Source: an optimization exercise on an open RTL-to-GDS flow (aim: small area, a short achievable clock period and few clock cycles per item). Production flows keep margins and buffers that such runs may drop.
Where RTL was checked, it was by simulation tests only, not by an equivalence proof against the original.

==> module cov_result, before the edit <==
module cov_result
(
    input  logic                  clk,
    input  logic                  arst_n,
    input  logic [34:0]           acc_s,     
    input  logic [34:0]           acc_c,
    input  logic                  done,      
    input  logic                  fill,      
    output logic [32:0]           cov,
    output logic                  out_valid,
    input  logic                  out_ready,
    output logic                  hold       
);
    localparam int KD    = 3;               
    localparam int STEPS = 12 / KD;
    typedef enum logic [1:0] {
        S_IDLE = 2'd0,
        S_DIV  = 2'd1,
        S_INC  = 2'd2,
        S_OUT  = 2'd3
    } div_state_e;
    function automatic logic [5:0] dstep(input logic [2:0] r, input logic [2:0] d);
        logic [2:0] q, n;
        q[2] = (r[2]) | (r[1] & r[0] & d[2]);
        q[1] = (r[1] & ~r[0]) | (r[1] & ~d[2]) | (r[2] & r[0] & d[1]) | (r[2] & r[0] & d[2]) | (~r[1] & r[0] & d[2] & d[1]);
        q[0] = (~r[2] & r[0] & ~d[2]) | (r[2] & ~r[0] & d[2]) | (r[0] & ~d[2] & ~d[1]) | (r[2] & r[1] & d[1]) | (r[1] & ~r[0] & d[2] & d[1]) | (~r[2] & ~r[1] & r[0] & ~d[1]) | (r[2] & r[1] & d[0]) | (r[2] & ~r[0] & d[1] & d[0]) | (~r[0] & d[2] & d[1] & d[0]) | (r[1] & ~r[0] & d[2] & d[0]);
        n[2] = (~r[2] & ~r[1] & d[2] & ~d[1]) | (~r[2] & r[1] & ~d[2] & d[1]) | (r[2] & ~r[1] & ~d[2] & ~d[1]) | (r[2] & d[2] & d[1] & d[0]) | (r[2] & r[0] & d[2] & d[1]) | (r[2] & ~d[2] & ~d[1] & ~d[0]) | (r[2] & r[1] & d[2] & d[1]) | (r[2] & r[1] & d[2] & d[0]) | (r[1] & r[0] & ~d[2] & d[0]) | (~r[2] & ~r[0] & d[2] & ~d[1] & ~d[0]) | (~r[2] & r[0] & ~d[2] & d[1] & d[0]) | (~r[2] & ~r[1] & ~r[0] & d[2] & ~d[0]) | (r[2] & ~r[1] & ~r[0] & ~d[2] & ~d[0]);
        n[1] = (r[1] & ~r[0] & ~d[1] & ~d[0]) | (~r[1] & ~r[0] & d[1] & ~d[0]) | (~r[1] & r[0] & ~d[1] & d[0]) | (r[1] & d[2] & d[1] & d[0]) | (r[2] & r[0] & d[2] & ~d[1]) | (r[2] & r[1] & d[1] & d[0]) | (r[1] & r[0] & d[2] & d[1]) | (r[1] & ~d[2] & ~d[1] & ~d[0]) | (r[1] & r[0] & d[1] & d[0]) | (~r[2] & ~r[1] & ~r[0] & ~d[2] & d[1]) | (~r[2] & r[1] & ~r[0] & ~d[2] & ~d[1]) | (r[2] & ~r[1] & d[2] & ~d[1] & d[0]) | (~r[2] & ~r[1] & ~d[2] & d[1] & ~d[0]);
        n[0] = (~r[2] & ~r[0] & ~d[2] & d[0]) | (~r[2] & r[0] & ~d[2] & ~d[0]) | (r[2] & ~r[0] & d[2] & ~d[0]) | (r[0] & d[2] & d[1] & d[0]) | (r[2] & r[0] & d[1] & d[0]) | (r[0] & ~d[2] & ~d[1] & ~d[0]) | (r[2] & r[1] & d[1] & ~d[0]) | (r[2] & r[0] & d[2] & d[0]) | (r[1] & r[0] & d[2] & d[0]) | (~r[2] & ~r[1] & r[0] & ~d[1] & ~d[0]) | (~r[2] & ~r[1] & ~r[0] & ~d[1] & d[0]) | (r[1] & ~r[0] & d[2] & d[1] & ~d[0]) | (~r[1] & ~r[0] & ~d[2] & ~d[1] & d[0]);
        dstep = {q, n};
    endfunction
    div_state_e       state, state_next;
    logic [1:0]       step;
    logic [35:0]      w;          
    logic [2:0]       r;          
    logic             neg;        
    logic [3*KD-1:0]  qd;         
    logic [2:0]       rq;         
    logic [34:0]      sum;
    logic [32:0]      w_inc;
    logic             pend;       
    logic             busy;       
    logic             load;
    logic             pend_next;
    logic             up;         
    cov_add #(.W(35)) i_cpa (.a(acc_s), .b(acc_c), .cin(1'b0), .s(sum));
    always_comb begin
        logic [2:0] rr;
        rr = r;
        for (int j = 0; j < KD; j++) begin
            {qd[3*KD-1-3*j -: 3], rr} = dstep(rr, w[35-3*j -: 3]);
        end
        rq = rr;
    end
    always_comb begin
        logic [8:0] ga;       
        logic       pre;      
        logic       in;       
        for (int g = 0; g < 9; g++) ga[g] = &w[4*g +: 4];
        for (int i = 0; i < 33; i++) begin
            pre = 1'b1;
            for (int g = 0; g < i / 4; g++) pre = pre & ga[g];
            in = 1'b1;
            for (int k = 4 * (i / 4); k < i; k++) in = in & w[k];
            w_inc[i] = w[i] ^ (pre & in);
        end
    end
    assign up        = neg & (rq != 3'd0);
    assign busy      = (state != S_IDLE) & ~((state == S_OUT) & out_ready);
    assign load      = (pend | done) & ~busy;
    assign pend_next = (pend | done) & ~load;
    always_comb begin
        state_next = state;
        unique case (state)
            S_DIV:   if (step == 2'(STEPS - 1)) state_next = up ? S_INC : S_OUT;
            S_INC:   state_next = S_OUT;
            S_OUT:   if (out_ready) state_next = S_IDLE;
            default: state_next = S_IDLE;
        endcase
        if (load) state_next = S_DIV;
    end
    always_ff @(posedge clk or negedge arst_n) begin
        if (!arst_n) begin
            state     <= S_IDLE;
            step      <= '0;
            pend      <= 1'b0;
            out_valid <= 1'b0;
            hold      <= 1'b0;
        end else begin
            state     <= state_next;
            step      <= (state == S_DIV) ? step + 2'd1 : 2'd0;
            pend      <= pend_next;
            out_valid <= (state_next == S_OUT);
            hold      <= (state_next != S_IDLE) & (pend_next | fill);
        end
    end
    always_ff @(posedge clk) begin
        if (load) begin
            w   <= {sum[34], sum};
            r   <= sum[34] ? 3'd6 : 3'd0;
            neg <= sum[34];
        end else if (state == S_DIV) begin
            w   <= {w[35-3*KD:0], qd};
            r   <= rq;
        end else if (state == S_INC) begin
            w[32:0] <= w_inc;
        end
    end
    assign cov = w[32:0];
endmodule
clock: 8.0 ns
lec_check: 0
cap_margin: 20
core_margin: 2
core_utilization: 40
setup_slack_margin: 4.5
slew_margin: 20
synth_hierarchical: 1
run.sh (not shown) runs the stock make flow with config.mk's settings and CLKGATE_MAP_FILE= SYNTH_SCRIPT=/design/flow/synth_recipe.tcl, a recipe that flattens the netlist after the stock synthesis.
The starting point completed with no timing, DRC or antenna violations.
Testbench counts at the start, summed over its fixed seeds: cycles 2,767, results 320.
==> next run, changes <==
--- a/flow/design.v
+++ b/flow/design.v
@@ -691,19 +691,26 @@
         S_IDLE = 2'd0,
         S_DIV  = 2'd1,
         S_INC  = 2'd2,
         S_OUT  = 2'd3
     } div_state_e;
-    function automatic logic [5:0] dstep(input logic [2:0] r, input logic [2:0] d);
-        logic [2:0] q, n;
-        q[2] = (r[2]) | (r[1] & r[0] & d[2]);
-        q[1] = (r[1] & ~r[0]) | (r[1] & ~d[2]) | (r[2] & r[0] & d[1]) | (r[2] & r[0] & d[2]) | (~r[1] & r[0] & d[2] & d[1]);
-        q[0] = (~r[2] & r[0] & ~d[2]) | (r[2] & ~r[0] & d[2]) | (r[0] & ~d[2] & ~d[1]) | (r[2] & r[1] & d[1]) | (r[1] & ~r[0] & d[2] & d[1]) | (~r[2] & ~r[1] & r[0] & ~d[1]) | (r[2] & r[1] & d[0]) | (r[2] & ~r[0] & d[1] & d[0]) | (~r[0] & d[2] & d[1] & d[0]) | (r[1] & ~r[0] & d[2] & d[0]);
-        n[2] = (~r[2] & ~r[1] & d[2] & ~d[1]) | (~r[2] & r[1] & ~d[2] & d[1]) | (r[2] & ~r[1] & ~d[2] & ~d[1]) | (r[2] & d[2] & d[1] & d[0]) | (r[2] & r[0] & d[2] & d[1]) | (r[2] & ~d[2] & ~d[1] & ~d[0]) | (r[2] & r[1] & d[2] & d[1]) | (r[2] & r[1] & d[2] & d[0]) | (r[1] & r[0] & ~d[2] & d[0]) | (~r[2] & ~r[0] & d[2] & ~d[1] & ~d[0]) | (~r[2] & r[0] & ~d[2] & d[1] & d[0]) | (~r[2] & ~r[1] & ~r[0] & d[2] & ~d[0]) | (r[2] & ~r[1] & ~r[0] & ~d[2] & ~d[0]);
-        n[1] = (r[1] & ~r[0] & ~d[1] & ~d[0]) | (~r[1] & ~r[0] & d[1] & ~d[0]) | (~r[1] & r[0] & ~d[1] & d[0]) | (r[1] & d[2] & d[1] & d[0]) | (r[2] & r[0] & d[2] & ~d[1]) | (r[2] & r[1] & d[1] & d[0]) | (r[1] & r[0] & d[2] & d[1]) | (r[1] & ~d[2] & ~d[1] & ~d[0]) | (r[1] & r[0] & d[1] & d[0]) | (~r[2] & ~r[1] & ~r[0] & ~d[2] & d[1]) | (~r[2] & r[1] & ~r[0] & ~d[2] & ~d[1]) | (r[2] & ~r[1] & d[2] & ~d[1] & d[0]) | (~r[2] & ~r[1] & ~d[2] & d[1] & ~d[0]);
-        n[0] = (~r[2] & ~r[0] & ~d[2] & d[0]) | (~r[2] & r[0] & ~d[2] & ~d[0]) | (r[2] & ~r[0] & d[2] & ~d[0]) | (r[0] & d[2] & d[1] & d[0]) | (r[2] & r[0] & d[1] & d[0]) | (r[0] & ~d[2] & ~d[1] & ~d[0]) | (r[2] & r[1] & d[1] & ~d[0]) | (r[2] & r[0] & d[2] & d[0]) | (r[1] & r[0] & d[2] & d[0]) | (~r[2] & ~r[1] & r[0] & ~d[1] & ~d[0]) | (~r[2] & ~r[1] & ~r[0] & ~d[1] & d[0]) | (r[1] & ~r[0] & d[2] & d[1] & ~d[0]) | (~r[1] & ~r[0] & ~d[2] & ~d[1] & d[0]);
-        dstep = {q, n};
+    function automatic logic [2:0] m7(input logic [2:0] a, input logic [2:0] b);
+        logic [2:0] g, p;
+        logic       c0, c1, c2;
+        g  = a & b;
+        p  = a ^ b;
+        c0 = g[2] | (p[2] & g[1]) | (p[2] & p[1] & g[0]);
+        c1 = g[0] | (p[0] & c0);
+        c2 = g[1] | (p[1] & g[0]) | (p[1] & p[0] & c0);
+        m7 = p ^ {c2, c1, c0};
+    endfunction
+    function automatic logic [2:0] qdig(input logic [2:0] r, input logic [2:0] d);
+        logic [2:0] rn;
+        logic [3:0] t;
+        rn   = (r == 3'd7) ? 3'd0 : r;
+        t    = {1'b0, rn} + {1'b0, d};
+        qdig = rn + {2'b00, (t >= 4'd7)};
     endfunction
     div_state_e       state, state_next;
     logic [1:0]       step;
     logic [35:0]      w;          
     logic [2:0]       r;          
@@ -720,11 +727,12 @@
     cov_add #(.W(35)) i_cpa (.a(acc_s), .b(acc_c), .cin(1'b0), .s(sum));
     always_comb begin
         logic [2:0] rr;
         rr = r;
         for (int j = 0; j < KD; j++) begin
-            {qd[3*KD-1-3*j -: 3], rr} = dstep(rr, w[35-3*j -: 3]);
+            qd[3*KD-1-3*j -: 3] = qdig(rr, w[35-3*j -: 3]);
+            rr = m7(rr, w[35-3*j -: 3]);
         end
         rq = rr;
     end
     always_comb begin
         logic [8:0] ga;       
@@ -737,11 +745,11 @@
             in = 1'b1;
             for (int k = 4 * (i / 4); k < i; k++) in = in & w[k];
             w_inc[i] = w[i] ^ (pre & in);
         end
     end
-    assign up        = neg & (rq != 3'd0);
+    assign up        = neg & (rq != 3'd0) & (rq != 3'd7);
     assign busy      = (state != S_IDLE) & ~((state == S_OUT) & out_ready);
     assign load      = (pend | done) & ~busy;
     assign pend_next = (pend | done) & ~load;
     always_comb begin
         state_next = state;
After rerunning: The changed run ran to the end with no violations; count of clock-buffer cells in the layout is higher by 4; sequential share of layout area is higher by 0.61 points; clock skew hardly moves; setup slack loses 1.0 ns; critical path depth is higher by 5; worst hold slack loses 0.013 ns; via count is lower by a few percent; wire length is lower by a few percent; non-clock buffer count is lower by 26; cell count is lower by a few percent; die area is lower by a few percent; global-route usage is lower by 0.10 points; maximum frequency is lower by about a fifth.
The RTL of the second run of this note was laid out without a check of its function.

[separate check: timing with driven ports]
The flow's constraints put no driver on any port. The routed layouts listed below were extracted and timed again, unchanged, in two steps.
Step 1 sets driving cells, clkbuf_16 on the clock port and buf_2 on the other inputs (assumed; they add their load-dependent delay and slew).
Step 2 times the ports against the registers' clock, not the clock port: input delays grow and output delays shrink by t, the midpoint of the rising clock arrivals with the driver on.
Three values: no drivers, after step 1, after step 2; two values: the first two.
| run | t, ns | setup slack, ns | worst register clock-pin slew, ns |
|---|---|---|---|
| the first run | 0.504 | 4.501 / 4.501 / 4.137 | 0.08 / 0.08 |
| the second run | 0.497 | 3.458 / 3.458 / 3.458 | 0.08 / 0.08 |
After both steps setup and hold are still met in every run listed. For the first run, which loses most, drivers alone change the setup slack by 0.000 ns; drivers and shift together by -0.364 ns.
